From an optimization exercise on the open Yosys and OpenROAD flow, aimed at small area, a short achievable clock period and few clock cycles per item; shortcuts taken in it are not production practice. The RTL was checked by simulation tests, not by an equivalence proof against the original design. Power and IR drop assume default switching activity.

==> design/flow/run.sh <==
#!/bin/bash
# synth_recipe.tcl (not shown) runs the flow's synth.tcl, then flattens the netlist and writes it again
# the make line also repeats each setting of config.mk as NAME=value (left out here)
make -C /OpenROAD-flow-scripts/flow DESIGN_CONFIG=/design/flow/config.mk WORK_HOME=/design/flow/orfs CLKGATE_MAP_FILE= SYNTH_SCRIPT=/design/flow/synth_recipe.tcl finish
==> design/flow/config.mk <==
export PLATFORM = sky130hd
export DESIGN_NAME = tlb_fifo_lru_replacement_unit
export DESIGN_NICKNAME = tlb_fifo_lru_replacement_unit
export VERILOG_FILES = /design/flow/design.v
export SDC_FILE = /design/flow/constraint.sdc
export NUM_CORES = 4
export LEC_CHECK = 0
export CAP_MARGIN = 20
export CORE_MARGIN = 2
export CORE_UTILIZATION = 40
export CTS_CLUSTER_DIAMETER = 100
export CTS_CLUSTER_SIZE = 20
export SETUP_SLACK_MARGIN = 4.3
export SLEW_MARGIN = 20
==> design/flow/constraint.sdc <==
create_clock -name core_clock -period 7.5 [get_ports {clk}]
set_input_delay 1.5000 -clock core_clock [delete_from_list [all_inputs] [get_ports {clk}]]
set_output_delay 1.5000 -clock core_clock [all_outputs]
set_load 0.01 [all_outputs]
==> design/flow/design.v <==
package tlbfl_pkg;
  localparam int unsigned DEF_ENTRIES = 16;
  localparam int unsigned PID_W       = 16;
  localparam int unsigned PAGE_W      = 20;
  localparam int unsigned FRAME_W     = 20;
  localparam int unsigned CAP_W       = 5;
  localparam int unsigned CFG_ADDR_W  = 3;
  localparam int unsigned CFG_DATA_W  = 32;
  localparam logic MODE_FIFO  = 1'b0;
  localparam logic MODE_LRU   = 1'b1;
  localparam logic REQ_LOOKUP = 1'b0;
  localparam logic REQ_ADD    = 1'b1;
  localparam logic REG_MODE   = 1'b0;
  localparam logic REG_CAP    = 1'b1;
  typedef struct packed {
    logic [PID_W-1:0]   pid;
    logic [PAGE_W-1:0]  page;
    logic [FRAME_W-1:0] frame;
  } entry_t;
  typedef struct packed {
    logic              cmp_en;
    logic              upd_en;
    logic              mode;
    logic              dec_en;
    logic              evict;
    logic              promote;
    logic              append;
    logic [PID_W-1:0]  key_pid;
    logic [PAGE_W-1:0] key_page;
    entry_t            new_ent;
  } cell_ctrl_t;
  typedef struct packed {
    logic               found;
    logic [FRAME_W-1:0] frame;
  } hit_chain_t;
  typedef struct packed {
    logic              found;
    logic [PAGE_W-1:0] page;
  } vic_chain_t;
endpackage
module tlbfl_regs (
  input  logic                              clk,
  input  logic                              rst_n,
  input  logic                              cfg_psel,
  input  logic                              cfg_penable,
  input  logic                              cfg_pwrite,
  input  logic [tlbfl_pkg::CFG_ADDR_W-1:0]  cfg_paddr,
  input  logic [tlbfl_pkg::CFG_DATA_W-1:0]  cfg_pwdata,
  output logic [tlbfl_pkg::CFG_DATA_W-1:0]  cfg_prdata,
  output logic                              cfg_pready,
  output logic                              mode,
  output logic [tlbfl_pkg::CAP_W-1:0]       capacity
);
  logic             mode_r;
  logic [tlbfl_pkg::CAP_W-1:0] cap_r;
  logic             wr_en;
  logic             reg_idx;
  assign cfg_pready = 1'b1;
  assign wr_en      = cfg_psel && cfg_penable && cfg_pwrite && cfg_pready;
  assign reg_idx    = cfg_paddr[2];
  always_ff @(posedge clk) begin
    if (!rst_n) begin
      mode_r <= tlbfl_pkg::MODE_FIFO;
      cap_r  <= '0;
    end else if (wr_en) begin
      unique case (reg_idx)
        tlbfl_pkg::REG_MODE: mode_r <= cfg_pwdata[0];
        tlbfl_pkg::REG_CAP:  cap_r  <= cfg_pwdata[tlbfl_pkg::CAP_W-1:0];
        default: ;
      endcase
    end
  end
  always_comb begin
    cfg_prdata = '0;
    unique case (reg_idx)
      tlbfl_pkg::REG_MODE: cfg_prdata[0]       = mode_r;
      tlbfl_pkg::REG_CAP:  cfg_prdata[tlbfl_pkg::CAP_W-1:0] = cap_r;
      default: ;
    endcase
  end
  assign mode     = mode_r;
  assign capacity = cap_r;
endmodule
module tlbfl_cell (
  input  logic                         clk,
  input  logic                         wr_en,
  input  logic [tlbfl_pkg::PID_W-1:0]   wr_pid,
  input  logic [tlbfl_pkg::PAGE_W-1:0]  wr_page,
  input  logic [tlbfl_pkg::FRAME_W-1:0] wr_frame,
  input  logic [tlbfl_pkg::PID_W-1:0]   key_pid,
  input  logic [tlbfl_pkg::PAGE_W-1:0]  key_page,
  output logic                         eq,
  output logic [tlbfl_pkg::PAGE_W-1:0]  page,
  output logic [tlbfl_pkg::FRAME_W-1:0] frame
);
  logic [tlbfl_pkg::PID_W-1:0] pid_r;
  logic [tlbfl_pkg::PAGE_W-1:0] page_r;
  logic [tlbfl_pkg::FRAME_W-1:0] frame_r;
  always_ff @(posedge clk) begin
    if (wr_en) begin
      pid_r   <= wr_pid;
      page_r  <= wr_page;
      frame_r <= wr_frame;
    end
  end
  assign eq    = (pid_r == key_pid) && (page_r == key_page);
  assign page  = page_r;
  assign frame = frame_r;
endmodule
module tlb_fifo_lru_replacement_unit #(
  parameter int unsigned ENTRIES = tlbfl_pkg::DEF_ENTRIES
) (
  input  logic                              clk,
  input  logic                              rst_n,
  input  logic                              in_valid,
  output logic                              in_ready,
  input  logic                              in_req_type,
  input  logic [tlbfl_pkg::PID_W-1:0]       in_proc_id,
  input  logic [tlbfl_pkg::PAGE_W-1:0]      in_page_num,
  input  logic [tlbfl_pkg::FRAME_W-1:0]     in_frame_in,
  output logic                              out_valid,
  input  logic                              out_ready,
  output logic                              out_hit,
  output logic [tlbfl_pkg::FRAME_W-1:0]     out_frame_out,
  output logic                              out_evicted,
  output logic [tlbfl_pkg::PAGE_W-1:0]      out_evicted_page,
  input  logic                              cfg_psel,
  input  logic                              cfg_penable,
  input  logic                              cfg_pwrite,
  input  logic [tlbfl_pkg::CFG_ADDR_W-1:0]  cfg_paddr,
  input  logic [tlbfl_pkg::CFG_DATA_W-1:0]  cfg_pwdata,
  output logic [tlbfl_pkg::CFG_DATA_W-1:0]  cfg_prdata,
  output logic                              cfg_pready
);
  localparam int unsigned N  = 16;
  localparam int unsigned PW = tlbfl_pkg::PID_W;
  localparam int unsigned GW = tlbfl_pkg::PAGE_W;
  localparam int unsigned FW = tlbfl_pkg::FRAME_W;
  logic                        mode;
  logic [tlbfl_pkg::CAP_W-1:0] capacity;
  tlbfl_regs u_regs (
    .clk         (clk),
    .rst_n       (rst_n),
    .cfg_psel    (cfg_psel),
    .cfg_penable (cfg_penable),
    .cfg_pwrite  (cfg_pwrite),
    .cfg_paddr   (cfg_paddr),
    .cfg_pwdata  (cfg_pwdata),
    .cfg_prdata  (cfg_prdata),
    .cfg_pready  (cfg_pready),
    .mode        (mode),
    .capacity    (capacity)
  );
  logic          req_v, req_t;
  logic [PW-1:0] req_pid;
  logic [GW-1:0] req_page;
  logic [FW-1:0] req_frame;
  logic          out_valid_r;
  logic          fire, req_ld;
  assign fire     = req_v && (!out_valid_r || out_ready);
  assign in_ready = !req_v || fire;
  assign req_ld   = in_ready;
  always_ff @(posedge clk) begin
    if (!rst_n) req_v <= 1'b0;
    else if (in_ready) req_v <= in_valid;
  end
  always_ff @(posedge clk) begin
    if (req_ld) begin
      req_t     <= in_req_type;
      req_pid   <= in_proc_id;
      req_page  <= in_page_num;
      req_frame <= in_frame_in;
    end
  end
  logic [N-1:0]         valid_q, eq, wr, wr_v;
  logic [N-1:0][GW-1:0] page_s;
  logic [N-1:0][FW-1:0] frame_s;
  for (genvar i = 0; i < N; i++) begin : g_slot
    tlbfl_cell u_cell (
      .clk      (clk),
      .wr_en    (wr[i]),
      .wr_pid   (req_pid),
      .wr_page  (req_page),
      .wr_frame (req_frame),
      .key_pid  (in_proc_id),
      .key_page (in_page_num),
      .eq       (eq[i]),
      .page     (page_s[i]),
      .frame    (frame_s[i])
    );
  end
  logic [N-1:0][N-1:0] old_q, rec_q;    
  logic [N-1:0][N-1:0] ins_bef, below;  
  for (genvar a = 0; a < N; a++) begin : g_ra
    for (genvar b = 0; b < N; b++) begin : g_rb
      if (a < b) begin : g_lt
        assign ins_bef[a][b] = old_q[a][b];
        assign below[a][b]   = !rec_q[a][b];
      end else if (a > b) begin : g_gt
        assign ins_bef[a][b] = !old_q[b][a];
        assign below[a][b]   = rec_q[b][a];
      end else begin : g_eq
        assign ins_bef[a][b] = 1'b0;
        assign below[a][b]   = 1'b0;
      end
    end
  end
  logic         same_key, m_any, hit_n;
  logic [N-1:0] m_raw, first_raw, first_n, first_q;
  assign same_key = (in_proc_id == req_pid) && (in_page_num == req_page);
  assign m_raw    = valid_q & eq & ~wr_v;
  assign m_any    = |m_raw;
  for (genvar i = 0; i < N; i++) begin : g_first
    logic [N-1:0] older_match;
    for (genvar j = 0; j < N; j++) begin : g_j
      if (j == i) begin : g_self
        assign older_match[j] = 1'b0;
      end else begin : g_other
        assign older_match[j] = m_raw[j] && ins_bef[j][i];
      end
    end
    assign first_raw[i] = m_raw[i] && !(|older_match);
  end
  assign first_n = m_any ? first_raw : (wr_v & {N{same_key}});
  assign hit_n   = m_any || (same_key && (|wr_v));
  logic en, app_q, lkp_q, hitres_q, promo_q;
  assign en = (capacity != '0);
  always_ff @(posedge clk) begin
    if (req_ld) begin
      first_q  <= first_n;
      app_q    <= en && (in_req_type == tlbfl_pkg::REQ_ADD);
      lkp_q    <= en && (in_req_type == tlbfl_pkg::REQ_LOOKUP);
      hitres_q <= en && (in_req_type == tlbfl_pkg::REQ_LOOKUP) && hit_n;
      promo_q  <= en && (in_req_type == tlbfl_pkg::REQ_LOOKUP) && hit_n &&
                  (mode == tlbfl_pkg::MODE_LRU);
    end
  end
  logic [N-1:0] fifo_vic_q, lru_vic_q, fifo_rest, lru_rest, fifo_2nd, lru_2nd;
  logic [N-1:0] fifo_vic_n, lru_vic_n, free_q, free_n, ins_q, ins_n, top;
  logic         empty;
  assign fifo_rest = valid_q & ~fifo_vic_q;
  assign lru_rest  = valid_q & ~lru_vic_q;
  assign empty     = !valid_q[0];
  for (genvar i = 0; i < N; i++) begin : g_sel
    logic [N-1:0] not_after, not_above;
    for (genvar j = 0; j < N; j++) begin : g_j
      if (j == i) begin : g_self
        assign not_after[j] = 1'b1;
        assign not_above[j] = 1'b1;
      end else begin : g_other
        assign not_after[j] = !fifo_rest[j] || ins_bef[i][j];
        assign not_above[j] = !lru_rest[j] || below[i][j];
      end
    end
    assign fifo_2nd[i] = fifo_rest[i] && (&not_after);
    assign lru_2nd[i]  = lru_rest[i] && (&not_above);
  end
  logic [4:0] cnt_q, cnt_n;
  logic       full_q, full_n, do_app, grow;
  logic [N-1:0] arm_q, arm_n;
  logic         req_v_n, app_n;
  logic       res_hit, res_ev;
  logic [FW-1:0] res_frame;
  logic [GW-1:0] res_epage;
  assign do_app  = fire && app_q;
  assign grow    = do_app && !full_q;
  assign wr_v    = arm_q;
  assign wr      = (!out_valid_r || out_ready) ? arm_q : '0;
  assign top     = wr | ((fire && promo_q) ? first_q : '0);
  assign res_hit = hitres_q;
  assign res_ev  = app_q && full_q;
  always_comb begin
    res_frame = '0;
    res_epage = '0;
    for (int i = 0; i < N; i++) begin
      res_frame = res_frame | (frame_s[i] & {FW{first_q[i]}});
      res_epage = res_epage | (page_s[i] & {GW{ins_q[i]}});
    end
    if (!res_hit) res_frame = '0;
    if (!res_ev) res_epage = '0;
  end
  always_comb begin
    fifo_vic_n = fifo_vic_q;
    lru_vic_n  = lru_vic_q;
    if (|(wr & fifo_vic_q))  fifo_vic_n = (|fifo_rest) ? fifo_2nd : wr;
    else if (empty)          fifo_vic_n = wr;
    if (|(top & lru_vic_q))  lru_vic_n  = (|lru_rest) ? lru_2nd : top;
    else if (empty)          lru_vic_n  = top;
  end
  assign cnt_n  = grow ? cnt_q + 5'd1 : cnt_q;
  assign free_n = grow ? {free_q[N-2:0], 1'b0} : free_q;
  assign full_n = (cnt_n >= capacity) || cnt_n[4];
  assign ins_n  = !full_n ? free_n :
                  (mode == tlbfl_pkg::MODE_LRU) ? lru_vic_n : fifo_vic_n;
  always_ff @(posedge clk) begin
    if (!rst_n) begin
      valid_q <= '0;
      cnt_q   <= '0;
      free_q  <= N'(1);
    end else begin
      valid_q <= valid_q | wr;
      cnt_q   <= cnt_n;
      free_q  <= free_n;
    end
  end
  assign req_v_n = in_ready ? in_valid : req_v;
  assign app_n   = in_ready ? (en && (in_req_type == tlbfl_pkg::REQ_ADD)) : app_q;
  assign arm_n   = (req_v_n && app_n) ? ins_n : '0;
  always_ff @(posedge clk) begin
    if (!rst_n) arm_q <= '0;
    else        arm_q <= arm_n;
  end
  always_ff @(posedge clk) begin
    fifo_vic_q <= fifo_vic_n;
    lru_vic_q  <= lru_vic_n;
    ins_q      <= ins_n;
    full_q     <= full_n;
  end
  for (genvar a = 0; a < N; a++) begin : g_wa
    for (genvar b = a + 1; b < N; b++) begin : g_wb
      always_ff @(posedge clk) begin
        if (wr[a])      old_q[a][b] <= 1'b0;
        else if (wr[b]) old_q[a][b] <= 1'b1;
        if (top[a])      rec_q[a][b] <= 1'b1;
        else if (top[b]) rec_q[a][b] <= 1'b0;
      end
    end
  end
  logic          out_hit_r, out_ev_r;
  logic [FW-1:0] out_frame_r;
  logic [GW-1:0] out_epage_r;
  always_ff @(posedge clk) begin
    if (!rst_n) out_valid_r <= 1'b0;
    else        out_valid_r <= fire || (out_valid_r && !out_ready);
  end
  always_ff @(posedge clk) begin
    if (fire) begin
      out_hit_r   <= res_hit;
      out_frame_r <= res_frame;
      out_ev_r    <= res_ev;
      out_epage_r <= res_epage;
    end
  end
  assign out_valid        = out_valid_r;
  assign out_hit          = out_hit_r;
  assign out_frame_out    = out_frame_r;
  assign out_evicted      = out_ev_r;
  assign out_evicted_page = out_epage_r;
endmodule
==> flow_summary_export.csv, run 1 <==
group,metric,value,unit
flow_run,cap_violations,0,
drt,num_vias,43894,
final_layout,layout-drive-gt1-share,21.4,%
synthesis,yosysSeqAreaShare,64.6,%
setup_path,critical_path.max_stage_delay,200,ps
power_and_ir_drop,p_clk_share,33.8,%
setup_path,cp.arrival,2140,ps
clocking,cts-root-buf,"clkbuf_16",
clocking,numClockSinks,1363,
place,dp_hpwl,161000,um
setup_path,crit_required,6000,ps
sta,timing.setup.tns,0,ps
sta,setup_viol,0,
hold_path,holdPathEnd,"below[147]$_SDFFE_PP1P_",
global_routing,grt_antenna_before_repair,4,
power_and_ir_drop,p_int,0.0106,W
clocking,clk_pin_slew_worst_paths,90,ps
setup_path,reg2reg_depth,7,
status,outcome,"timing/DRC/antenna clean",
synthesis,yosys_register_bits,1363,
synthesis,synthCells,4407,
global_routing,grt_max_degree,65,
hold_path,min_path_cells,2,
power_and_ir_drop,seqPwrFrac,58.9,%
power_and_ir_drop,power_per_cell_area,197,mW/mm2
sta,whs,464,ps
sta,slew_violations,0,
floorplan,core,0.144,mm2
drt,drc,0,
clocking,cts_tree,"built",
final_layout,syn2layout_area_growth,23.3,%
setup_path,regToRegSetupSlack,4180,ps
floorplan,die_w,385,um
clocking,clock_path_buffers,3,
drt,wl_per_cell,37.8,um
drt,drt_iter0_drc,6735,
final_layout,final_common_cell,"edfxtp_1",
synthesis,netlist_area,0.0579,mm2
sta,hold_viol_final,0,
setup_path,r2r-start,"valid_q[13]$_SDFF_PN0_",
place,place_congestion,1.03,
global_routing,grt_overflow,0,
power_and_ir_drop,p_comb_share,7.3,%
sta,skew,51.5,ps
setup_path,worstPathCellList,"buf_6 -> nand3b_1 -> buf_12 -> buf_6",
floorplan,die_area,0.148,mm2
drt,viasPerCell,6.49,
final_layout,final_core_util,49.7,%
sta,min_period,3640,ps
synthesis,ys_types,73,
sta,rsz0062_at_grt,"true",
power_and_ir_drop,p_sw,0.00349,W
floorplan,io_pins,176,
setup_path,critical_path_class,"in2out",
drt,detail-route-antenna-nets,0,
setup_path,critPathLaunchType,"primary input",
floorplan,initial_core_util,40.3,%
global_routing,grt_pass1_wl,346000,um
hold_path,min_path_type,"reg2reg",
synthesis,synth_async_sr_flop_share,0,%
floorplan,fp-row-count,139,
final_layout,layout.nets,4904,
power_and_ir_drop,ir_drop,0.000212,V
setup_path,cpMaxStageDelayCell,"nand3b_1",
hold_path,hp-start,"below[147]$_SDFFE_PP1P_",
synthesis,synth_ff_type,"edfxtp_1",
place,port_buffers,118,
setup_path,worstReg2RegEnd,"ins_q[0]$_DFF_P_",
clocking,insertion_delay,760,ps
global_routing,first_global_vias,41621,
final_layout,final_cell_mix,"edfxtp_1, xor2_1, dfxtp_1, buf_4, nand2_1",
sta,max_freq,275,MHz
sta,finalCritPeriodShare,48.6,%
clocking,numCtsBuffers,80,
synthesis,ys.warnings.count,3,
setup_path,end_kind,"output pin",
setup_path,cpMostUsedCell,"buf_6",
drt,routed_wl,256000,um
synthesis,syn_avg_cell_area,13.1,um2
power_and_ir_drop,p_sw_share,24.8,%
synthesis,synth_edf_count,1012,
clocking,cts_max_level,3,
global_routing,grt_usage,33.9,%
drt,firstDrtPassIters,18,
floorplan,chipHeight,385,um
power_and_ir_drop,leakage,25.2,nW
sta,slew_headroom,22.5,%
sta,tightestPinTransition,1160,ps
setup_path,worstPathMaxFanout,3,
[metal layers]
layer | wire length, um | GRT usage [%] | vias up
li1 | - | - | 17506
met1 | 96100 | 44.6 | 22389
met2 | 111000 | 51.0 | 3201
met3 | 28100 | 6.80 | 796
met4 | 20100 | 21.9 | 2
met5 | 19 | 0 | -
[power groups by stage]
| stage | clock, W | sequential, W | combinational (W) |
|---|---|---|---|
| global placement | 0 | 0.00846 | 0.000753 |
| finish | 0.00476 | 0.00830 | 0.00103 |
| detailed placement | 0 | 0.00847 | 0.000757 |
| floorplan | 0 | 0.00837 | 0.000444 |
| CTS | 0.00479 | 0.00829 | 0.000963 |
| global route | 0.00503 | 0.00830 | 0.00104 |
[through the flow]
step                      area [um2]  total power, W  instances  setup slack [ps]
after floorplan                58800         0.00881       4433              2590
after global placement         61800         0.00922       6335              1210
after detailed placement       61800         0.00922       6336              1260
after CTS                      70300          0.0140       6713              3860
after global routing           71400          0.0144       6758              3820
final                          71400          0.0141       6760              3860
[sequential cells by signal (all words and copies together) (netlist names), 5 cells and up]
register,count
g_slot.u_cell.frame_r,320
req_page,20
out_epage_r,20
g_slot.u_cell.pid_r,256
ins_q,16
valid_q,16
fifo_vic_q,16
arm_q,16
free_q,16
lru_vic_q,16
out_frame_r,20
ins_bef,120
cnt_q,5
below,120
g_slot.u_cell.page_r,320
req_pid,16
u_regs.cap_r,5
req_frame,20
first_q,16
[final cells by class]
type	count	area [um2]
diodes	2	5.00
clock buffers	123	2160
clock inverters	15	251
fillers	12512	72200
inverters	121	636
multi-input cells	2648	22100
flip-flops and latches	1363	37400
well taps	1903	2380
repair buffers	584	6410
repair inverters	1	8.76
[Yosys cell counts, types with 19 or more instances]
cell type | instances | share of area (%)
a211oi_1 | 22 | 0.29
buf_1 | 22 | 0.14
edfxtp_1 | 1012 | 52
nor3_1 | 44 | 0.38
o21ai_0 | 28 | 0.24
nand3_1 | 96 | 0.83
a221oi_1 | 147 | 2.2
o2111ai_1 | 21 | 0.32
o221ai_1 | 39 | 0.59
clkbuf_1 | 163 | 1.1
buf_2 | 46 | 0.40
nand4_1 | 100 | 1.1
dfxtp_1 | 351 | 12
nor2b_1 | 52 | 0.56
buf_4 | 60 | 0.78
xor2_1 | 565 | 8.5
o2bb2ai_1 | 19 | 0.29
a21oi_1 | 84 | 0.73
mux2i_1 | 21 | 0.36
o21a_1 | 40 | 0.52
and3_1 | 24 | 0.26
nor4_1 | 202 | 2.2
o22ai_1 | 80 | 0.86
a22oi_1 | 209 | 2.7
a22o_1 | 106 | 1.6
and2_1 | 19 | 0.21
nand2_1 | 225 | 1.5
inv_1 | 117 | 0.76
nor2_1 | 190 | 1.2
a31oi_1 | 21 | 0.23
xnor2_1 | 48 | 0.73
a21o_1 | 31 | 0.40
nand2b_1 | 35 | 0.38
[worst max-delay path: cells and delay by family]
family | cells | cell delay (ps)
buffers and inverters | 3 | 430
and+or+nand+nor | 1 | 200
[logic make-up (layout without fill, tap and decap cells)]
family	Yosys count	count (layout)	synth area share [%]
compound gates	954	954	13.1
xor+xnor	613	613	9.27
fa+ha+maj	6	6	0.130
buf+inv	425	844	3.42
flops	1363	1363	64.6
mux	23	23	0.402
other cells	2	30	0.0130
simple gates	1021	1024	9.09
[worst max-delay path by stage]
stage	startpoint	end	slack, ps
floorplan	out_ready	arm_q[10]$_SDFF_PN0_	2590
global placement	out_ready	ins_q[4]$_DFF_P_	1210
detailed placement	out_ready	arm_q[2]$_SDFF_PN0_	1260
CTS	out_ready	in_ready	3860
global route	out_ready	in_ready	3820
finish	out_ready	in_ready	3860
[repair_timing]
action | CTS | global route
setup buffers | 223 | 40
hold buffers | 0 | 0
cloned | 16 | 4
pin swaps | 159 | 52
hold endpoints to repair | 0 | 0
endpoints found under the setup margin | 1132 | 225
gates resized for setup | 893 | 122
Testbench counts, summed over its fixed seeds: cycles 17,632, items 17,600.
==> run 2: changes to the inputs <==
--- a/design/flow/design.v
+++ b/design/flow/design.v
@@ -206,9 +206,8 @@
     end
   end
-  logic         same_key, m_any, hit_n;
-  logic [N-1:0] m_raw, first_raw, first_n, first_q;
+  logic         same_key;
+  logic [N-1:0] match_q, first_q;
+  logic         hit;
   assign same_key = (in_proc_id == req_pid) && (in_page_num == req_page);
-  assign m_raw    = valid_q & eq & ~wr_v;
-  assign m_any    = |m_raw;
   for (genvar i = 0; i < N; i++) begin : g_first
     logic [N-1:0] older_match;
@@ -217,21 +216,19 @@
         assign older_match[j] = 1'b0;
       end else begin : g_other
-        assign older_match[j] = m_raw[j] && ins_bef[j][i];
+        assign older_match[j] = match_q[j] && ins_bef[j][i];
       end
     end
-    assign first_raw[i] = m_raw[i] && !(|older_match);
+    assign first_q[i] = match_q[i] && !(|older_match);
   end
-  assign first_n = m_any ? first_raw : (wr_v & {N{same_key}});
-  assign hit_n   = m_any || (same_key && (|wr_v));
-  logic en, app_q, lkp_q, hitres_q, promo_q;
+  assign hit = |match_q;
+  logic en, app_q, lkp_q, lru_q;
   assign en = (capacity != '0);
   always_ff @(posedge clk) begin
     if (req_ld) begin
-      first_q  <= first_n;
-      app_q    <= en && (in_req_type == tlbfl_pkg::REQ_ADD);
-      lkp_q    <= en && (in_req_type == tlbfl_pkg::REQ_LOOKUP);
-      hitres_q <= en && (in_req_type == tlbfl_pkg::REQ_LOOKUP) && hit_n;
-      promo_q  <= en && (in_req_type == tlbfl_pkg::REQ_LOOKUP) && hit_n &&
-                  (mode == tlbfl_pkg::MODE_LRU);
+      match_q <= (valid_q & eq & ~wr_v) | (wr_v & {N{same_key}});
+      app_q   <= en && (in_req_type == tlbfl_pkg::REQ_ADD);
+      lkp_q   <= en && (in_req_type == tlbfl_pkg::REQ_LOOKUP);
+      lru_q   <= en && (in_req_type == tlbfl_pkg::REQ_LOOKUP) &&
+                 (mode == tlbfl_pkg::MODE_LRU);
     end
   end
@@ -267,6 +264,6 @@
   assign wr_v    = arm_q;
   assign wr      = (!out_valid_r || out_ready) ? arm_q : '0;
-  assign top     = wr | ((fire && promo_q) ? first_q : '0);
-  assign res_hit = hitres_q;
+  assign top     = wr | ((fire && lru_q) ? first_q : '0);
+  assign res_hit = lkp_q && hit;
   assign res_ev  = app_q && full_q;
   always_comb begin
@@ -288,9 +285,16 @@
     else if (empty)          lru_vic_n  = top;
   end
-  assign cnt_n  = grow ? cnt_q + 5'd1 : cnt_q;
-  assign free_n = grow ? {free_q[N-2:0], 1'b0} : free_q;
-  assign full_n = (cnt_n >= capacity) || cnt_n[4];
-  assign ins_n  = !full_n ? free_n :
-                  (mode == tlbfl_pkg::MODE_LRU) ? lru_vic_n : fifo_vic_n;
+  logic [4:0]   cnt_inc;
+  logic         full_s, full_g;
+  logic [N-1:0] vic_n, free_inc;
+  assign cnt_inc  = cnt_q + 5'd1;
+  assign free_inc = {free_q[N-2:0], 1'b0};
+  assign full_s   = (cnt_q >= capacity) || cnt_q[4];
+  assign full_g   = (cnt_inc >= capacity) || cnt_inc[4];
+  assign vic_n    = (mode == tlbfl_pkg::MODE_LRU) ? lru_vic_n : fifo_vic_n;
+  assign cnt_n    = grow ? cnt_inc : cnt_q;
+  assign free_n   = grow ? free_inc : free_q;
+  assign full_n   = grow ? full_g : full_s;
+  assign ins_n    = grow ? (full_g ? vic_n : free_inc) : (full_s ? vic_n : free_q);
   always_ff @(posedge clk) begin
     if (!rst_n) begin
--- a/design/flow/config.mk
+++ b/design/flow/config.mk
@@ -11,4 +11,4 @@
 export CTS_CLUSTER_DIAMETER = 100
 export CTS_CLUSTER_SIZE = 20
-export SETUP_SLACK_MARGIN = 4.3
+export SETUP_SLACK_MARGIN = 4.0
 export SLEW_MARGIN = 20
==> run 2 against run 1 <==
Effect of this change:
- clock-buffer cell count shrank 15
- die area increased by 0.72%
- worst setup slack worse by 120 ps
- sequential share of layout area increased by 5.1 points
- global-route usage down 2.6 points
- synthesized cell count grew 3.7%
- largest power group unchanged
==> flow_summary_export.csv, run 2 <==
group,metric,value,unit
place,place_congestion,1.01,
drt,viasPerCell,6.41,
sta,rsz0062_at_grt,"true",
final_layout,final_core_util,44.8,%
setup_path,critical_path.max_stage_delay,190,ps
drt,drt_iter0_drc,6760,
place,dp_hpwl,152000,um
setup_path,crit_buf_inv,3,
setup_path,critPathLaunchType,"primary input",
clocking,numClockSinks,1363,
flow_run,cap_violations,0,
synthesis,synth_commonest_cells,"edfxtp_1, xnor2_1, nand2_1",
place,port_buffers,118,
sta,tightestPinTransition,1130,ps
synthesis,synth_xor_area_share,9.16,%
sta,slew_violations,0,
drt,detail-route-antenna-nets,0,
hold_path,holdPathEnd,"g_slot[8].u_cell.pid_r[13]$_DFFE_PP_",
place,pre_cts_ws,2410,ps
setup_path,r2r-start,"arm_q[2]$_SDFF_PN0_",
sta,hold_viol_final,0,
hold_path,min_path_type,"reg2reg",
floorplan,io_pins,176,
final_layout,final-seq-area,0.0374,mm2
setup_path,cp.arrival,2260,ps
setup_path,worstPathCellList,"buf_6 -> nor2b_4 -> and2_4 -> clkinvlp_4 -> buf_6",
status,outcome,"timing/DRC/antenna clean",
synthesis,synth_top_area_share,52.1,%
final_layout,largestRegisters,"g_slot.u_cell.frame_r: 320 flops, g_slot.u_cell.page_r: 320 flops, g_slot.u_cell.pid_r: 256 flops",
floorplan,die_w,386,um
synthesis,synthCells,4569,
drt,routed_wl,238000,um
synthesis,yosys.cell_count.top_type,"edfxtp_1",
synthesis,ys.warnings.count,3,
final_layout,num-fill-cells,13142,
final_layout,layout.nets,4784,
synthesis,synth_compound_area_share,13.1,%
setup_path,regToRegSetupSlack,4000,ps
setup_path,cpMaxStageDelayCell,"clkinvlp_4",
synthesis,synth_async_sr_flop_share,0,%
sta,setup_ws,3740,ps
drt,drc,0,
floorplan,core,0.145,mm2
place,dp_cells,6469,
synthesis,synthTopCellsByArea,"edfxtp_1, dfxtp_1, xnor2_1",
synthesis,synthAdderAreaFrac,0.236,%
clocking,ctsHoldBuffers,0,
sta,slew_headroom,24.7,%
final_layout,final_common_cell,"edfxtp_1",
clocking,numCtsBuffers,80,
final_layout,layout-drive-gt1-share,9.19,%
setup_path,critical_path_class,"in2out",
drt,num_vias,42486,
synthesis,synth_ff_type,"edfxtp_1",
global_routing,use_met1,43.7,%
global_routing,grt_antenna_before_repair,11,
setup_path,worstPathMaxFanout,2,
setup_path,worstReg2RegEnd,"arm_q[7]$_SDFF_PN0_",
global_routing,grt_usage,31.3,%
clocking,clock_path_buffers,3,
floorplan,initial_core_util,40.2,%
global_routing,first_global_vias,39258,
floorplan,die_area,0.149,mm2
hold_path,min_path_cells,0,
synthesis,syn_avg_cell_area,12.8,um2
synthesis,yosysSeqAreaShare,64.1,%
sta,finalCritPeriodShare,50.1,%
global_routing,grt_pass1_wl,324000,um
setup_path,crit_required,6000,ps
hold_path,hp-start,"req_pid[13]$_DFFE_PN_",
final_layout,syn2layout_area_growth,11.6,%
sta,max_freq,266,MHz
synthesis,synth.largest_area_cell,"edfxtp_1",
global_routing,met3_usage,6.32,%
synthesis,ys_types,85,
synthesis,yosys_register_bits,1363,
global_routing,grt_use_met2,47.3,%
global_routing,busiest_layer,"met2",
clocking,cts_max_level,3,
setup_path,reg2reg_depth,9,
clocking,cts-root-buf,"clkbuf_16",
final_layout,final_cell_mix,"edfxtp_1, xnor2_1, nand2_1, dfxtp_1, nor2_1",
power_and_ir_drop,leakage,21.5,nW
clocking,clk_pin_slew_worst_paths,80,ps
synthesis,synth_edf_count,1012,
global_routing,grt_overflow,0,
sta,timing.setup.tns,0,ps
final_layout,multi_input_area,0.0200,mm2
setup_path,end_kind,"output pin",
clocking,insertion_delay,750,ps
synthesis,synth_top_family_by_area,"compound AO/OA/AOI/OAI gates",
final_layout,instances_no_fill,6632,
drt,firstDrtPassIters,8,
floorplan,fp-row-count,140,
floorplan,chipHeight,386,um
setup_path,crit_family,"buffers and inverters",
sta,skew,39.8,ps
sta,min_period,3760,ps
synthesis,netlist_area,0.0583,mm2
synthesis,synthMuxAreaShare,0.281,%
synthesis,synth-simple-area-share,10.5,%
sta,whs,454,ps
power_and_ir_drop,ir_drop,0.000176,V
setup_path,cpMostUsedCell,"buf_6",
clocking,cts_tree,"built",
global_routing,grt_max_degree,57,
sta,setup_viol,0,
power_and_ir_drop,power_per_cell_area,208,mW/mm2
drt,wl_per_cell,35.9,um
==> run 2: cell count changes in the layout (fill, tap and decap cells not counted), sizes merged, moves of 36 or more <==
| cell | previous run | this run |
|---|---|---|
| a22o | 106 | 142 |
| nor2 | 190 | 318 |
| buf | 504 | 187 |
| nand2 | 226 | 373 |
| nor4 | 204 | 90 |
| nand3 | 97 | 41 |
| inv | 121 | 48 |
| xor2 | 565 | 89 |
| xnor2 | 48 | 521 |
| a22oi | 209 | 171 |
| nand2b | 35 | 97 |
| nand4 | 101 | 142 |
==> run 2: power by group <==
group	internal [W]	leakage [nW]	switching (W)
Sequential	0.00814	12.1	0.000117
Combinational	0.000237	8.23	0.000448
Clock	0.00202	1.11	0.00259
Total	0.0104	21.5	0.00316
==> run 2: worst max path at each step <==
stage / start / cells after the start / to / slack, ps
6_report: out_ready / 5 / in_ready / 3740
5_1_grt: out_ready / 5 / in_ready / 3680
4_1_cts: out_ready / 5 / in_ready / 3700
3_5_place_dp: out_ready / 11 / arm_q[13]$_SDFF_PN0_ / 2410
3_3_place_gp: out_ready / 11 / arm_q[13]$_SDFF_PN0_ / 2430
2_1_floorplan: out_ready / 3 / in_ready / 3280
==> run 2: layer usage <==
metal	routed length [um]	up-vias
met3	27900	561
met5	40	-
met2	104000	2940
li1	-	17378
met4	12300	6
met1	94000	21601
==> run 2: cell type report <==
cell class	instances	share of cell area, %
Antenna cell	3	0.0115
Clock buffer	108	3.25
Clock inverter	12	0.323
Inverter	49	0.394
Multi-Input combinational cell	2878	30.7
Sequential cell	1363	57.5
Tap cell	1917	3.69
Timing Repair Buffer	302	4.10
==> run 2: timing repair <==
| item | CTS | global route |
|---|---|---|
| endpoints found under the hold margin | 0 | 0 |
| gates cloned | 1 | 2 |
| endpoints found under the setup margin | 607 | 53 |
| pin swaps | 3 | 3 |
| setup buffers | 29 | 8 |
| gates resized for setup | 92 | 62 |
==> run 2: through the flow <==
stage               total power (W)  instance area, um2
finish                       0.0136               65100
global route                 0.0139               65100
CTS                          0.0136               64800
detailed placement          0.00908               62000
global placement            0.00908               62000
floorplan                   0.00873               58500
==> run 2: logic make-up (layout without fill, tap and decap cells) <==
family / after synthesis / after routing
flip-flops: 1363 / 1363
AND/OR/NAND/NOR: 1226 / 1229
AO/OA/AOI/OAI: 984 / 984
XOR/XNOR: 610 / 610
buffers and inverters: 357 / 471
multiplexers: 16 / 16
adder cells (fa/ha/maj): 11 / 11
other: 2 / 31
Testbench counts of run 2, summed over its fixed seeds: cycles 17,632, items 17,600.
==> run 3: changes to the inputs <==
--- a/design/flow/design.v
+++ b/design/flow/design.v
@@ -159,5 +159,6 @@
   logic          fire, req_ld;
   assign fire     = req_v && (!out_valid_r || out_ready);
-  assign in_ready = !req_v || fire;
+  logic          idle_q;
+  assign in_ready = idle_q || out_ready;
   assign req_ld   = in_ready;
   always_ff @(posedge clk) begin
@@ -335,6 +336,11 @@
   logic [GW-1:0] out_epage_r;
   always_ff @(posedge clk) begin
-    if (!rst_n) out_valid_r <= 1'b0;
-    else        out_valid_r <= fire || (out_valid_r && !out_ready);
+    if (!rst_n) begin
+      out_valid_r <= 1'b0;
+      idle_q      <= 1'b1;
+    end else begin
+      out_valid_r <= fire || (out_valid_r && !out_ready);
+      idle_q      <= !req_v_n || !(fire || (out_valid_r && !out_ready));
+    end
   end
   always_ff @(posedge clk) begin
==> run 3 against run 2 <==
Effect of this change:
- area after synthesis fell by 0.37%
- register-to-register slack got worse by 90 ps
- worst setup slack better by 80 ps
- sequential cell count increased by 1
- global-route usage increased by 0.17 points
- worst hold slack improved by 1.7 ps
- critical path type is now in2reg
- critical endpoint is now match_q[4]$_DFFE_PN_
- largest power group unchanged
==> flow_summary_export.csv, run 3 <==
group,metric,value,unit
status,outcome,"timing/DRC/antenna clean",
final_layout,num-fill-cells,13067,
synthesis,ys_types,81,
setup_path,crit_required,8060,ps
setup_path,r2r-start,"match_q[10]$_DFFE_PN_",
power_and_ir_drop,p_comb_share,5.6,%
drt,drt_iter0_drc,6727,
power_and_ir_drop,p_sw,0.00328,W
sta,timing.setup.tns,0,ps
drt,drc,0,
final_layout,layout.nets,4811,
setup_path,reg2reg_depth,11,
floorplan,core,0.144,mm2
synthesis,synthCells,4575,
power_and_ir_drop,power_per_cell_area,211,mW/mm2
place,port_buffers,118,
synthesis,syn_avg_cell_area,12.7,um2
clocking,numCtsBuffers,80,
final_layout,layout-drive-gt1-share,9.34,%
sta,max_freq,272,MHz
final_layout,final_cell_mix,"edfxtp_1, xnor2_1, nand2_1, dfxtp_1, nor2_1",
synthesis,synthTopCellsByArea,"edfxtp_1, dfxtp_1, xnor2_1",
sta,skew,62.7,ps
setup_path,crit_start,"in_page_num[14]",
global_routing,first_global_vias,39548,
hold_path,min_path_type,"reg2reg",
final_layout,syn2layout_area_growth,12.1,%
synthesis,synth_commonest_cells,"edfxtp_1, xnor2_1, nand2_1",
floorplan,chipHeight,385,um
place,place_congestion,1.02,
sta,whs,456,ps
global_routing,grt_max_degree,62,
place,dp_cells,6485,
setup_path,endpoint,"match_q[4]$_DFFE_PN_",
synthesis,synth_ff_type,"edfxtp_1",
global_routing,grt_usage,31.4,%
power_and_ir_drop,seqPwrFrac,60.5,%
sta,tightestPinTransition,1180,ps
setup_path,critical_path_class,"in2reg",
setup_path,worstReg2RegEnd,"arm_q[12]$_SDFF_PN0_",
clocking,insertion_delay,760,ps
floorplan,die_area,0.148,mm2
synthesis,synth_top_area_share,52.3,%
floorplan,io_pins,176,
final_layout,final_core_util,45.2,%
clocking,clock_path_buffers,3,
drt,firstDrtPassIters,6,
setup_path,cp.arrival,4240,ps
drt,detail-route-antenna-nets,0,
setup_path,end_kind,"flip-flop",
power_and_ir_drop,leakage,21.6,nW
sta,rsz0062_at_grt,"true",
final_layout,final_common_cell,"edfxtp_1",
global_routing,grt_overflow,0,
final_layout,instances_no_fill,6643,
clocking,cts_max_level,3,
sta,hold_viol_final,0,
global_routing,grt_antenna_before_repair,12,
synthesis,yosys_register_bits,1364,
sta,min_period,3680,ps
synthesis,synth_edf_count,1012,
clocking,numClockSinks,1364,
synthesis,netlist_area,0.0581,mm2
global_routing,grt_pass1_wl,325000,um
synthesis,yosys.cell_count.top_type,"edfxtp_1",
power_and_ir_drop,ir_drop,0.000213,V
sta,slew_headroom,21.6,%
drt,viasPerCell,6.45,
sta,slew_violations,0,
setup_path,critPathLaunchType,"primary input",
power_and_ir_drop,p_clk_share,34.0,%
floorplan,die_w,385,um
floorplan,initial_core_util,40.4,%
drt,wl_per_cell,36.1,um
sta,finalCritPeriodShare,49.0,%
power_and_ir_drop,p_sw_share,23.9,%
synthesis,synth.largest_area_cell,"edfxtp_1",
clocking,clk_pin_slew_worst_paths,80,ps
clocking,cts_tree,"built",
floorplan,fp-row-count,139,
place,dp_hpwl,150000,um
power_and_ir_drop,p_int,0.0104,W
drt,num_vias,42820,
synthesis,yosysSeqAreaShare,64.4,%
final_layout,largestRegisters,"g_slot.u_cell.frame_r: 320 flops, g_slot.u_cell.page_r: 320 flops, g_slot.u_cell.pid_r: 256 flops",
clocking,cts-root-buf,"clkbuf_16",
flow_run,cap_violations,0,
setup_path,regToRegSetupSlack,3910,ps
sta,setup_viol,0,
setup_path,worstPathMaxFanout,16,
synthesis,ys.warnings.count,3,
drt,routed_wl,240000,um
synthesis,synth_async_sr_flop_share,0,%
[run 3: worst min-delay path by stage]
stage / startpoint / end / slack [ps] / depth (start not counted)
after floorplan: below[215]$_SDFFE_PP1P_ / below[215]$_SDFFE_PP1P_ / 430 / 2
after global placement: req_pid[12]$_DFFE_PN_ / g_slot[11].u_cell.pid_r[12]$_DFFE_PP_ / 430 / 0
after detailed placement: req_pid[12]$_DFFE_PN_ / g_slot[11].u_cell.pid_r[12]$_DFFE_PP_ / 430 / 0
after CTS: req_pid[12]$_DFFE_PN_ / g_slot[11].u_cell.pid_r[12]$_DFFE_PP_ / 450 / 0
after global routing: req_pid[12]$_DFFE_PN_ / g_slot[11].u_cell.pid_r[12]$_DFFE_PP_ / 470 / 0
final: req_pid[12]$_DFFE_PN_ / g_slot[11].u_cell.pid_r[12]$_DFFE_PP_ / 460 / 0
[run 3: repair_timing]
action | in CTS | in global routing
buffers inserted | 20 | 12
gates cloned | 2 | 3
pin swaps | 8 | 10
hold buffers | 0 | 0
gates resized for setup | 97 | 31
setup endpoints to repair | 408 | 40
[run 3: critical path, stage by stage]
cell             delay (ps)
clkdlybuf4s50_1         590
xor2_1                  290
nor4_1                  570
nand4_1                 430
nor4_2                  260
buf_4                   320
nand2_1                 130
o21ai_0                 130
[run 3: cell families after synthesis]
kind of cell | Yosys count | synth area share (%)
flip-flops | 1364 | 64.4
multiplexers | 17 | 0.299
adder cells (fa/ha/maj) | 11 | 0.237
XOR/XNOR | 609 | 9.18
buffers and inverters | 355 | 2.55
other | 2 | 0.0129
AND/OR/NAND/NOR | 1238 | 10.4
AO/OA/AOI/OAI | 979 | 12.9
[run 3: cell type report]
type	instances	area [um2]	area share (%)
antenna	6	15.0	0.0230
clock buffer	101	2080	3.19
clock inverter	14	228	0.350
inverter	48	214	0.328
multi-input combinational	2886	19900	30.6
sequential	1364	37500	57.5
tap	1903	2380	3.66
timing repair buffer	321	2840	4.36
[run 3: through the flow]
stage          setup slack [ps]  instance area [um2]  power, W
6_report                   3820                65100    0.0137
5_1_grt                    3850                65100    0.0140
4_1_cts                    3850                64800    0.0137
3_5_place_dp               1820                62100   0.00917
3_3_place_gp               1870                62100   0.00916
2_1_floorplan              3470                58500   0.00879
[run 3: power by group through the flow]
| stage | clock network, W | registers, W | logic, W |
|---|---|---|---|
| floorplan | 0 | 0.00842 | 0.000365 |
| global placement | 0 | 0.00846 | 0.000699 |
| detailed placement | 0 | 0.00847 | 0.000703 |
| CTS | 0.00468 | 0.00829 | 0.000727 |
| global route | 0.00492 | 0.00831 | 0.000781 |
| finish | 0.00466 | 0.00830 | 0.000763 |
[run 3: layer usage]
metal | wire, um | up-vias | share of wire (%) | GRT usage, %
li1 | - | 17436 | - | -
met1 | 94600 | 21680 | 39 | 43.5
met2 | 103000 | 3087 | 43 | 46.9
met3 | 29900 | 609 | 12 | 8.41
met4 | 12700 | 8 | 5.3 | 12.5
met5 | 55 | - | 0.023 | 0
Testbench counts of run 3, summed over its fixed seeds: cycles 17,632, items 17,600.
==> run 4: changes to the inputs <==
--- a/design/flow/config.mk
+++ b/design/flow/config.mk
@@ -11,4 +11,4 @@
 export CTS_CLUSTER_DIAMETER = 100
 export CTS_CLUSTER_SIZE = 20
-export SETUP_SLACK_MARGIN = 4.0
+export SETUP_SLACK_MARGIN = 3.8
 export SLEW_MARGIN = 20
==> run 4 against run 3 <==
Effect of this change:
- still clean
- combinational power is 4.7% lower
- synthesized cell count unchanged
- first-iteration DRC count down 2.9%
- fmax down 3.3%
- sequential power about the same
- sequential share of layout area increased by 0.37 points
- critical endpoint is now match_q[3]$_DFFE_PN_
- largest power group unchanged
==> flow_summary_export.csv, run 4 <==
group,metric,value,unit
global_routing,grt_pass1_wl,326000,um
power_and_ir_drop,p_clk_share,34.4,%
global_routing,grt_overflow,0,
setup_path,crit_required,8060,ps
final_layout,final_core_util,45.0,%
final_layout,layout.nets,4799,
synthesis,synth_async_sr_flop_share,0,%
setup_path,cp.arrival,4360,ps
setup_path,worstReg2RegEnd,"arm_q[14]$_SDFF_PN0_",
floorplan,die_w,385,um
synthesis,synth.largest_area_cell,"edfxtp_1",
synthesis,synthCells,4575,
drt,drc,0,
sta,min_period,3800,ps
sta,tightestPinTransition,1130,ps
sta,setup_ws,3700,ps
clocking,clock_path_buffers,3,
synthesis,ys_types,81,
final_layout,layout-drive-gt1-share,8.36,%
power_and_ir_drop,power_per_cell_area,213,mW/mm2
sta,hold_viol_final,0,
synthesis,yosys.cell_count.top_type,"edfxtp_1",
setup_path,critical_path_class,"in2reg",
drt,firstDrtPassIters,6,
floorplan,die_area,0.148,mm2
synthesis,synthTopCellsByArea,"edfxtp_1, dfxtp_1, xnor2_1",
setup_path,critPathLaunchType,"primary input",
clocking,ctsHoldBuffers,0,
flow_run,cap_violations,0,
floorplan,fp-row-count,139,
drt,num_vias,42523,
setup_path,worstPathMaxFanout,17,
synthesis,ys.warnings.count,3,
sta,skew,41.0,ps
floorplan,io_pins,176,
global_routing,first_global_vias,39127,
place,dp_hpwl,153000,um
synthesis,synth_top_area_share,52.3,%
power_and_ir_drop,leakage,21.4,nW
global_routing,grt_antenna_before_repair,11,
drt,detail-route-antenna-nets,0,
clocking,cts-root-buf,"clkbuf_16",
place,pre_cts_ws,1940,ps
power_and_ir_drop,p_int,0.0105,W
hold_path,min_path_cells,2,
power_and_ir_drop,p_sw,0.00324,W
sta,rsz0062_at_grt,"true",
setup_path,r2r-start,"match_q[15]$_DFFE_PN_",
place,place_congestion,1.01,
final_layout,instances_no_fill,6627,
hold_path,hp-start,"below[83]$_SDFFE_PP1P_",
floorplan,initial_core_util,40.4,%
sta,slew_headroom,24.9,%
final_layout,final_common_cell,"edfxtp_1",
power_and_ir_drop,seqPwrFrac,60.3,%
synthesis,synth_edf_count,1012,
floorplan,core,0.144,mm2
place,port_buffers,118,
clocking,numClockSinks,1364,
clocking,numCtsBuffers,80,
sta,finalCritPeriodShare,50.7,%
place,dp_cells,6501,
sta,slew_violations,0,
sta,max_freq,263,MHz
setup_path,regToRegSetupSlack,3790,ps
clocking,insertion_delay,740,ps
drt,routed_wl,237000,um
clocking,cts_tree,"built",
drt,wl_per_cell,35.8,um
synthesis,syn_avg_cell_area,12.7,um2
setup_path,reg2reg_depth,11,
power_and_ir_drop,p_comb_share,5.3,%
sta,setup_viol,0,
global_routing,grt_max_degree,58,
drt,viasPerCell,6.42,
status,outcome,"timing/DRC/antenna clean",
floorplan,chipHeight,385,um
synthesis,yosysSeqAreaShare,64.4,%
clocking,cts_max_level,3,
power_and_ir_drop,p_sw_share,23.5,%
power_and_ir_drop,ir_drop,0.000158,V
final_layout,final_cell_mix,"edfxtp_1, xnor2_1, nand2_1, dfxtp_1, nor2_1",
global_routing,grt_usage,31.4,%
synthesis,yosys_register_bits,1364,
drt,drt_iter0_drc,6534,
setup_path,end_kind,"flip-flop",
synthesis,synth_commonest_cells,"edfxtp_1, xnor2_1, nand2_1",
hold_path,min_path_type,"reg2reg",
final_layout,syn2layout_area_growth,11.4,%
sta,timing.setup.tns,0,ps
sta,whs,465,ps
hold_path,holdPathEnd,"below[83]$_SDFFE_PP1P_",
final_layout,largestRegisters,"g_slot.u_cell.frame_r: 320 flops, g_slot.u_cell.page_r: 320 flops, g_slot.u_cell.pid_r: 256 flops",
clocking,clk_pin_slew_worst_paths,90,ps
synthesis,synth_ff_type,"edfxtp_1",
final_layout,num_antenna_cells,0,
synthesis,netlist_area,0.0581,mm2
run 4: cell types whose count changed in the layout (fill, tap and decap cells not counted), sizes merged, moves of 3 or more:
cell	delta
buf	-7
and2	-4
diode	-6
dlygate4sd2	+5
clkdlybuf4s15	-6
inv	-3
run 4: logic make-up after synthesis:
family | Yosys count | synth area share [%]
flops | 1364 | 64.4
simple gates | 1238 | 10.4
compound gates | 979 | 12.9
xor+xnor | 609 | 9.18
buf+inv | 355 | 2.55
mux | 17 | 0.299
fa+ha+maj | 11 | 0.237
other cells | 2 | 0.0129
run 4: power groups by stage:
stage	combinational, W	clock, W	sequential (W)
finish	0.000727	0.00474	0.00830
global route	0.000747	0.00501	0.00831
CTS	0.000704	0.00477	0.00829
detailed placement	0.000696	0	0.00847
global placement	0.000696	0	0.00846
floorplan	0.000361	0	0.00842
run 4: per-stage QoR:
stage | power, W | area, um2
after CTS | 0.0138 | 64600
after global routing | 0.0141 | 64700
after floorplan | 0.00878 | 58300
final | 0.0138 | 64700
after detailed placement | 0.00916 | 62100
after global placement | 0.00916 | 62100
run 4: critical path, stage by stage:
cell,delay [ps]
clkdlybuf4s50_1,640
buf_8,360
xor2_1,130
nor4_2,380
nand4_1,430
nor4_2,290
buf_4,320
a32o_1,290
run 4: layout make-up:
type                    count  area (um2)
clock inverters            13         253
inverters                  48         209
clock buffers             104        2130
well taps                1903        2380
fillers                 13178       79300
multi-input cells        2882       19600
flip-flops and latches   1364       37500
repair buffers            313        2650
run 4: worst max-delay path by stage:
| stage | start | endpoint | slack (ps) |
|---|---|---|---|
| CTS | in_proc_id[1] | match_q[3]$_DFFE_PN_ | 3810 |
| detailed placement | out_ready | ins_q[1]$_DFF_P_ | 1940 |
| finish | in_proc_id[15] | match_q[3]$_DFFE_PN_ | 3700 |
| global placement | out_ready | arm_q[4]$_SDFF_PN0_ | 1940 |
| floorplan | out_ready | in_ready | 3390 |
| global route | in_page_num[19] | match_q[15]$_DFFE_PN_ | 3760 |
run 4: routing by layer:
metal	GRT usage [%]	share of wire (%)	vias up
li1	-	-	17417
met1	44.4	40	21621
met2	47.4	44	2952
met3	7.01	12	521
met4	11.3	4.4	12
met5	0	0.033	-
run 4: timing repair:
action                                 in CTS  in global routing
setup endpoints to repair                  59                 32
gates resized for setup                    58                 15
pin swaps                                   5                  1
setup buffers                               6                  3
endpoints found under the hold margin       0                  0
==> run 5: changes to the inputs <==
--- a/design/flow/design.v
+++ b/design/flow/design.v
@@ -161,5 +161,5 @@
   logic          idle_q;
   assign in_ready = idle_q || out_ready;
-  assign req_ld   = in_ready;
+  assign req_ld   = in_ready && in_valid;
   always_ff @(posedge clk) begin
     if (!rst_n) req_v <= 1'b0;
@@ -259,6 +259,5 @@
   logic         req_v_n, app_n;
   logic       res_hit, res_ev;
-  logic [FW-1:0] res_frame;
-  logic [GW-1:0] res_epage;
+  logic [FW-1:0] res_val;
   assign do_app  = fire && app_q;
   assign grow    = do_app && !full_q;
@@ -269,12 +268,9 @@
   assign res_ev  = app_q && full_q;
   always_comb begin
-    res_frame = '0;
-    res_epage = '0;
+    res_val = '0;
     for (int i = 0; i < N; i++) begin
-      res_frame = res_frame | (frame_s[i] & {FW{first_q[i]}});
-      res_epage = res_epage | (page_s[i] & {GW{ins_q[i]}});
+      res_val = res_val | (frame_s[i] & {FW{first_q[i] && lkp_q}})
+                        | (page_s[i]  & {GW{ins_q[i] && app_q}});
     end
-    if (!res_hit) res_frame = '0;
-    if (!res_ev) res_epage = '0;
   end
   always_comb begin
@@ -310,5 +306,5 @@
   end
   assign req_v_n = in_ready ? in_valid : req_v;
-  assign app_n   = in_ready ? (en && (in_req_type == tlbfl_pkg::REQ_ADD)) : app_q;
+  assign app_n   = req_ld ? (en && (in_req_type == tlbfl_pkg::REQ_ADD)) : app_q;
   assign arm_n   = (req_v_n && app_n) ? ins_n : '0;
   always_ff @(posedge clk) begin
@@ -333,6 +329,5 @@
   end
   logic          out_hit_r, out_ev_r;
-  logic [FW-1:0] out_frame_r;
-  logic [GW-1:0] out_epage_r;
+  logic [FW-1:0] out_val_r;
   always_ff @(posedge clk) begin
     if (!rst_n) begin
@@ -347,13 +342,12 @@
     if (fire) begin
       out_hit_r   <= res_hit;
-      out_frame_r <= res_frame;
+      out_val_r   <= res_val;
       out_ev_r    <= res_ev;
-      out_epage_r <= res_epage;
     end
   end
   assign out_valid        = out_valid_r;
   assign out_hit          = out_hit_r;
-  assign out_frame_out    = out_frame_r;
+  assign out_frame_out    = out_val_r & {FW{out_hit_r}};
   assign out_evicted      = out_ev_r;
-  assign out_evicted_page = out_epage_r;
+  assign out_evicted_page = out_val_r & {GW{out_ev_r}};
 endmodule
--- a/design/flow/config.mk
+++ b/design/flow/config.mk
@@ -11,4 +11,4 @@
 export CTS_CLUSTER_DIAMETER = 100
 export CTS_CLUSTER_SIZE = 20
-export SETUP_SLACK_MARGIN = 3.8
+export SETUP_SLACK_MARGIN = 4.0
 export SLEW_MARGIN = 20
==> run 5 against run 4 <==
Effect of this change:
- largest cell class unchanged
- sequential power down 2%
- cell count up 0.24%
- fmax up 6.4%
- via count down 1.8%
- still clean on timing, DRC and antenna
==> flow_summary_export.csv, run 5 <==
group,metric,value,unit
power_and_ir_drop,p_sw_share,23.6,%
final_layout,layout.nets,4811,
global_routing,first_global_vias,38877,
setup_path,cpMaxStageDelayCell,"xnor2_1",
status,outcome,"timing/DRC/antenna clean",
final_layout,final_cell_mix,"edfxtp_1, xnor2_1, nand2_1, dfxtp_1, nor2_1",
synthesis,ys.warnings.count,3,
synthesis,synth_top_area_share,51.9,%
power_and_ir_drop,leakage,21.9,nW
final_layout,finalInstanceArea,0.0645,mm2
floorplan,core,0.143,mm2
drt,firstDrtPassIters,6,
setup_path,critical_path.max_stage_delay,540,ps
synthesis,synthAdderAreaFrac,0.240,%
setup_path,crit_family,"simple AND/OR/NAND/NOR gates",
sta,min_period,3570,ps
synthesis,syn_avg_cell_area,12.6,um2
synthesis,synthTopCellsByArea,"edfxtp_1, dfxtp_1, xnor2_1",
synthesis,synth_ff_type,"edfxtp_1",
power_and_ir_drop,seqPwrFrac,60.2,%
synthesis,yosys_register_bits,1344,
sta,rsz0062_at_grt,"true",
synthesis,yosysSeqAreaShare,64.1,%
sta,whs,464,ps
hold_path,hp-start,"below[237]$_SDFFE_PP1P_",
synthesis,ys_types,74,
drt,detail-route-antenna-nets,0,
final_layout,final_core_util,45.1,%
final_layout,syn2layout_area_growth,12.3,%
power_and_ir_drop,p_sw,0.00320,W
global_routing,grt_overflow,0,
synthesis,synth.largest_area_cell,"edfxtp_1",
sta,slew_headroom,28.2,%
floorplan,fp-row-count,139,
power_and_ir_drop,p_clk_share,34.1,%
clocking,cts_max_level,3,
setup_path,worstPathMaxFanout,19,
setup_path,cp.arrival,4120,ps
setup_path,crit_buf_inv,2,
power_and_ir_drop,ir_drop,0.000175,V
sta,hold_viol_final,0,
synthesis,netlist_area,0.0574,mm2
synthesis,synth_commonest_cells,"edfxtp_1, xnor2_1, nand2_1",
sta,slew_violations,0,
floorplan,io_pins,176,
global_routing,grt_usage,30.7,%
global_routing,grt_pass1_wl,316000,um
synthesis,synth_compound_area_share,12.0,%
clocking,clock_path_buffers,3,
synthesis,yosys.cell_count.top_type,"edfxtp_1",
floorplan,die_w,383,um
clocking,cts_tree,"built",
drt,wl_per_cell,34.6,um
place,place_congestion,1.00,
floorplan,initial_core_util,40.1,%
setup_path,r2r-start,"app_q$_DFF_P_",
synthesis,synthMuxAreaShare,0.673,%
synthesis,synth_edf_count,992,
global_routing,grt_antenna_before_repair,12,
setup_path,cpMostUsedCell,"nand4_1",
synthesis,synth_async_sr_flop_share,0,%
drt,routed_wl,230000,um
power_and_ir_drop,p_int,0.0104,W
sta,timing.setup.tns,0,ps
setup_path,end_kind,"flip-flop",
clocking,cts-root-buf,"clkbuf_16",
final_layout,layout-drive-gt1-share,9.21,%
flow_run,cap_violations,0,
setup_path,worstPathCellList,"clkdlybuf4s50_1 -> buf_4 -> xnor2_1 -> nand4_1 -> nor4_2 -> nand4_1 -> o21ai_0",
sta,finalCritPeriodShare,47.6,%
power_and_ir_drop,power_per_cell_area,210,mW/mm2
hold_path,min_path_type,"reg2reg",
drt,drc,0,
place,dp_hpwl,148000,um
final_layout,final_common_cell,"edfxtp_1",
place,place_area,0.0613,mm2
setup_path,critPathLaunchType,"primary input",
drt,viasPerCell,6.29,
synthesis,synthCells,4562,
clocking,clk_pin_slew_worst_paths,100,ps
sta,max_freq,280,MHz
synthesis,synth-simple-area-share,11.0,%
synthesis,synth_xor_area_share,9.23,%
sta,tightestPinTransition,1070,ps
global_routing,grt_max_degree,60,
setup_path,crit_required,8050,ps
synthesis,synth_top_family_by_area,"compound AO/OA/AOI/OAI gates",
floorplan,chipHeight,383,um
drt,num_vias,41758,
drt,drt_iter0_drc,5899,
sta,setup_viol,0,
setup_path,crit_start,"in_page_num[0]",
sta,skew,47.2,ps
sta,setup_ws,3930,ps
place,port_buffers,118,
floorplan,die_area,0.147,mm2
final_layout,largestRegisters,"g_slot.u_cell.frame_r: 320 flops, g_slot.u_cell.page_r: 320 flops, g_slot.u_cell.pid_r: 256 flops",
clocking,insertion_delay,730,ps
place,pre_cts_ws,2400,ps
power_and_ir_drop,p_comb_share,5.6,%
clocking,numClockSinks,1344,
setup_path,critical_path_class,"in2reg",
clocking,numCtsBuffers,80,
run 5: power groups by stage:
stage                     clock network (W)  registers [W]  logic, W
after floorplan                           0        0.00830  0.000373
after global placement                    0        0.00835  0.000689
final                               0.00462        0.00817  0.000765
after CTS                           0.00468        0.00817  0.000738
after detailed placement                  0        0.00835  0.000691
after global routing                0.00490        0.00818  0.000789
run 5: per-stage QoR:
| stage | instances | power (W) |
|---|---|---|
| floorplan | 4588 | 0.00868 |
| global placement | 6477 | 0.00904 |
| detailed placement | 6477 | 0.00904 |
| CTS | 6630 | 0.0136 |
| global route | 6639 | 0.0139 |
| finish | 6643 | 0.0136 |
run 5: logic make-up after synthesis:
| logic type | count (synthesis) |
|---|---|
| flip-flops | 1344 |
| AND/OR/NAND/NOR | 1291 |
| AO/OA/AOI/OAI | 895 |
| XOR/XNOR | 605 |
| buffers and inverters | 377 |
| multiplexers | 37 |
| adder cells (fa/ha/maj) | 11 |
| other | 2 |
run 5: worst paths after layout:
kind | end | slack [ps] | depth (start not counted)
worst max-delay path | match_q[7]$_DFFE_PP_ | 3930 | 7
worst min register to register | below[237]$_SDFFE_PP1P_ | 460 | 2
worst max register to register | out_val_r[5]$_DFFE_PP_ | 4030 | 7
worst min-delay path | below[237]$_SDFFE_PP1P_ | 460 | 2
run 5: metal layers:
layer	vias to the layer above	GRT usage (%)	part of all wire [%]
met1	21067	41.6	39
met5	-	0	0.022
met4	8	15.4	6.3
li1	17295	-	-
met2	2790	46.4	44
met3	598	6.65	11
run 5: final cells by class:
cell class / instances / area [um2]
multi-input cells: 2867 / 19600
repair buffers: 335 / 2990
fillers: 13040 / 78600
flip-flops and latches: 1344 / 36800
well taps: 1903 / 2380
inverters: 73 / 308
clock inverters: 12 / 221
diodes: 4 / 10.0
clock buffers: 105 / 2120
run 5: what timing repair did:
action	CTS	global route
setup buffers	34	9
gates cloned	2	0
hold buffers	0	0
endpoints found under the setup margin	397	64
resized for setup	117	48
pin swaps	1	5
run 5: worst min-delay path: cells and delay by family (launching register included):
kind	cells	cell delay, ps
AND/OR/NAND/NOR	2	90
flip-flops	1	330
Testbench counts of run 5, summed over its fixed seeds: cycles 17,632, items 17,600.
==> run 6: changes to the inputs <==
--- a/design/flow/config.mk
+++ b/design/flow/config.mk
@@ -11,4 +11,4 @@
 export CTS_CLUSTER_DIAMETER = 100
 export CTS_CLUSTER_SIZE = 20
-export SETUP_SLACK_MARGIN = 4.0
+export SETUP_SLACK_MARGIN = 4.15
 export SLEW_MARGIN = 20
==> run 6 against run 5 <==
Effect of this change:
- critical endpoint is now cfg_prdata[0]
- worst setup slack better by 61 ps
- non-clock buffer count grew 2
- highest routed layer unchanged
- area after synthesis is the same
- first-iteration DRC count increased by 11%
- fmax up 1.7%
- sequential cell count unchanged
- clock-buffer cell count unchanged
- register-to-register slack better by 70 ps
- die area unchanged
- synthesized cell count unchanged
==> flow_summary_export.csv, run 6 <==
group,metric,value,unit
power_and_ir_drop,ir_drop,0.000233,V
clocking,cts_max_level,3,
status,outcome,"timing/DRC/antenna clean",
setup_path,critical_path_class,"in2out",
sta,hold_viol_final,0,
drt,drt_iter0_drc,6521,
global_routing,grt_max_degree,57,
drt,detail-route-antenna-nets,0,
synthesis,synth_top_area_share,51.9,%
setup_path,crit_required,6000,ps
final_layout,instances_no_fill,6648,
sta,tightestPinTransition,1160,ps
sta,slew_headroom,22.7,%
drt,num_vias,42102,
floorplan,initial_core_util,40.1,%
setup_path,cp.arrival,2010,ps
sta,skew,35.6,ps
floorplan,io_pins,176,
synthesis,ys_types,74,
power_and_ir_drop,power_per_cell_area,209,mW/mm2
final_layout,multi_input_area,0.0199,mm2
clocking,numClockSinks,1344,
global_routing,grt_pass1_wl,317000,um
setup_path,critPathLaunchType,"primary input",
synthesis,yosys.cell_count.top_type,"edfxtp_1",
clocking,numCtsBuffers,78,
setup_path,end_kind,"output pin",
floorplan,core,0.143,mm2
place,place_congestion,0.985,
floorplan,die_w,383,um
place,pre_cts_ws,2180,ps
power_and_ir_drop,leakage,21.9,nW
synthesis,synth_async_sr_flop_share,0,%
synthesis,yosys_register_bits,1344,
hold_path,min_path_type,"reg2reg",
synthesis,synthTopCellsByArea,"edfxtp_1, dfxtp_1, xnor2_1",
synthesis,synthCells,4562,
synthesis,ys.warnings.count,3,
place,dp_hpwl,148000,um
drt,viasPerCell,6.33,
sta,min_period,3510,ps
sta,slew_violations,0,
sta,max_freq,285,MHz
global_routing,first_global_vias,38834,
sta,rsz0062_at_grt,"true",
clocking,insertion_delay,740,ps
floorplan,die_area,0.147,mm2
flow_run,cap_violations,0,
global_routing,grt_overflow,0,
final_layout,layout.nets,4813,
sta,setup_viol,0,
drt,wl_met1,90900,um
sta,setup_ws,3990,ps
floorplan,chipHeight,383,um
synthesis,synth.largest_area_cell,"edfxtp_1",
final_layout,largestRegisters,"g_slot.u_cell.frame_r: 320 flops, g_slot.u_cell.page_r: 320 flops, g_slot.u_cell.pid_r: 256 flops",
drt,met2_length,101000,um
synthesis,netlist_area,0.0574,mm2
sta,finalCritPeriodShare,46.8,%
synthesis,synth_commonest_cells,"edfxtp_1, xnor2_1, nand2_1",
final_layout,num-fill-cells,13001,
final_layout,layout-drive-gt1-share,11.3,%
drt,routed_wl,231000,um
clocking,cts_tree,"built",
drt,top_layer_used,"met5",
place,port_buffers,118,
place,dp_cells,6471,
synthesis,yosysSeqAreaShare,64.1,%
final_layout,syn2layout_area_growth,12.7,%
sta,timing.setup.tns,0,ps
drt,wl_per_cell,34.7,um
clocking,clock_path_buffers,3,
clocking,clk_pin_slew_worst_paths,80,ps
global_routing,grt_antenna_before_repair,15,
drt,drc,0,
global_routing,grt_usage,30.8,%
synthesis,synth_edf_count,992,
floorplan,fp-row-count,139,
clocking,ctsHoldBuffers,0,
sta,whs,461,ps
drt,firstDrtPassIters,9,
clocking,cts-root-buf,"clkbuf_16",
setup_path,worstPathMaxFanout,2,
final_layout,final-seq-area,0.0368,mm2
final_layout,final_common_cell,"edfxtp_1",
drt,wl_met3,25400,um
setup_path,regToRegSetupSlack,4100,ps
synthesis,syn_avg_cell_area,12.6,um2
final_layout,final_cell_mix,"edfxtp_1, xnor2_1, nand2_1, dfxtp_1, nor2_1",
synthesis,synth_ff_type,"edfxtp_1",
run 6: through the flow:
stage	instance area, um2	util [%]	total power (W)
after floorplan	57700	-	0.00868
after global placement	61300	42.8	0.00904
after detailed placement	61300	42.8	0.00905
after CTS	64300	44.9	0.0135
after global routing	64700	45.2	0.0138
final	64700	45.2	0.0135
run 6: logic make-up (layout without fill, tap and decap cells):
logic type                 count (synthesis)  count (layout)  share of synthesized area, %
AOI/OAI and AO/OA                        895             895                          12.0
xor gates and xnor gates                 605             605                          9.23
adders and majority gates                 11              11                         0.240
buffers and inverters                    377             524                          2.73
DFF                                     1344            1344                          64.1
muxes                                     37              37                         0.673
other                                      2              36                        0.0131
and+or+nand+nor                         1291            1293                          11.0
run 6: area by class of cell:
cell class / count / share of cell area (%)
flip-flops and latches: 1344 / 56.9
multi-input cells: 2869 / 30.8
repair buffers: 337 / 4.68
well taps: 1903 / 3.68
clock buffers: 105 / 3.17
inverters: 73 / 0.487
clock inverters: 9 / 0.278
diodes: 8 / 0.0309
run 6: power by group:
part	leakage (nW)	switching [W]	internal [W]
Combinational	8.98	0.000506	0.000274
Clock	1.07	0.00258	0.00196
Sequential	11.8	0.000124	0.00805
run 6: worst paths after layout:
path,start,depth (start not counted),to
worst max-delay path,cfg_paddr[2],3,cfg_prdata[0]
worst min-delay path,free_q[15]$_SDFFE_PN0P_,2,free_q[15]$_SDFFE_PN0P_
worst max register to register,match_q[12]$_DFFE_PP_,10,out_val_r[18]$_DFFE_PP_
worst min register to register,free_q[15]$_SDFFE_PN0P_,2,free_q[15]$_SDFFE_PN0P_
run 6: critical path: stages:
cell and delay (ps):
buf_8 100, mux2_4 290, buf_6 120
run 6: repair_timing:
| item | CTS | global route |
|---|---|---|
| endpoints found under the hold margin | 0 | 0 |
| endpoints found under the setup margin | 725 | 90 |
| gates cloned | 2 | 2 |
| resized for setup | 276 | 110 |
| buffers inserted | 35 | 15 |
| pin swaps | 13 | 17 |
run 6: per-layer routing:
| layer | global-route usage (%) | vias up |
|---|---|---|
| met4 | 15.2 | 10 |
| met1 | 42.2 | 21268 |
| li1 | - | 17324 |
| met2 | 46.4 | 2910 |
| met5 | 0 | - |
| met3 | 6.39 | 590 |

afterwards: timing with drivers on the ports:
How much do the figures lean on ideal ports? The routed layouts below were timed once more, with nothing changed but the port constraints.
Step 1, drivers: a clkbuf_16 drives clk and a buf_2 each remaining input, both assumed.
Step 2 adds t to the input delays and takes it off the output delays; t is the mean of the earliest and latest rising clock arrival at the registers after step 1. Input paths then give back, and output paths get back, about the clock's delay inside the block.
a / b / c = ideal / step 1 / step 2; a / b = the first two.
run | t, ns | setup slack, ns | worst setup path after step 2 | latest minus earliest clock arrival (ns) | pins driven straight from the clock port
run 1 | 0.829 | 3.859 / 3.813 / 3.177 | input to register | 0.061 / 0.062 | 1
run 2 | 0.807 | 3.742 / 3.689 / 3.122 | input to register | 0.042 / 0.042 | 1
run 3 | 0.810 | 3.822 / 3.826 / 3.073 | input to register | 0.068 / 0.068 | 1
run 4 | 0.800 | 3.697 / 3.751 / 2.951 | input to register | 0.044 / 0.044 | 1
run 5 | 0.794 | 3.927 / 3.938 / 3.193 | input to register | 0.062 / 0.063 | 1
run 6 | 0.812 | 3.988 / 3.949 / 3.282 | input to register | 0.036 / 0.036 | 1
After both steps setup and hold are still met in every run listed. For run 3, which loses most, drivers alone change the setup slack by +0.004 ns; drivers and shift together by -0.749 ns.
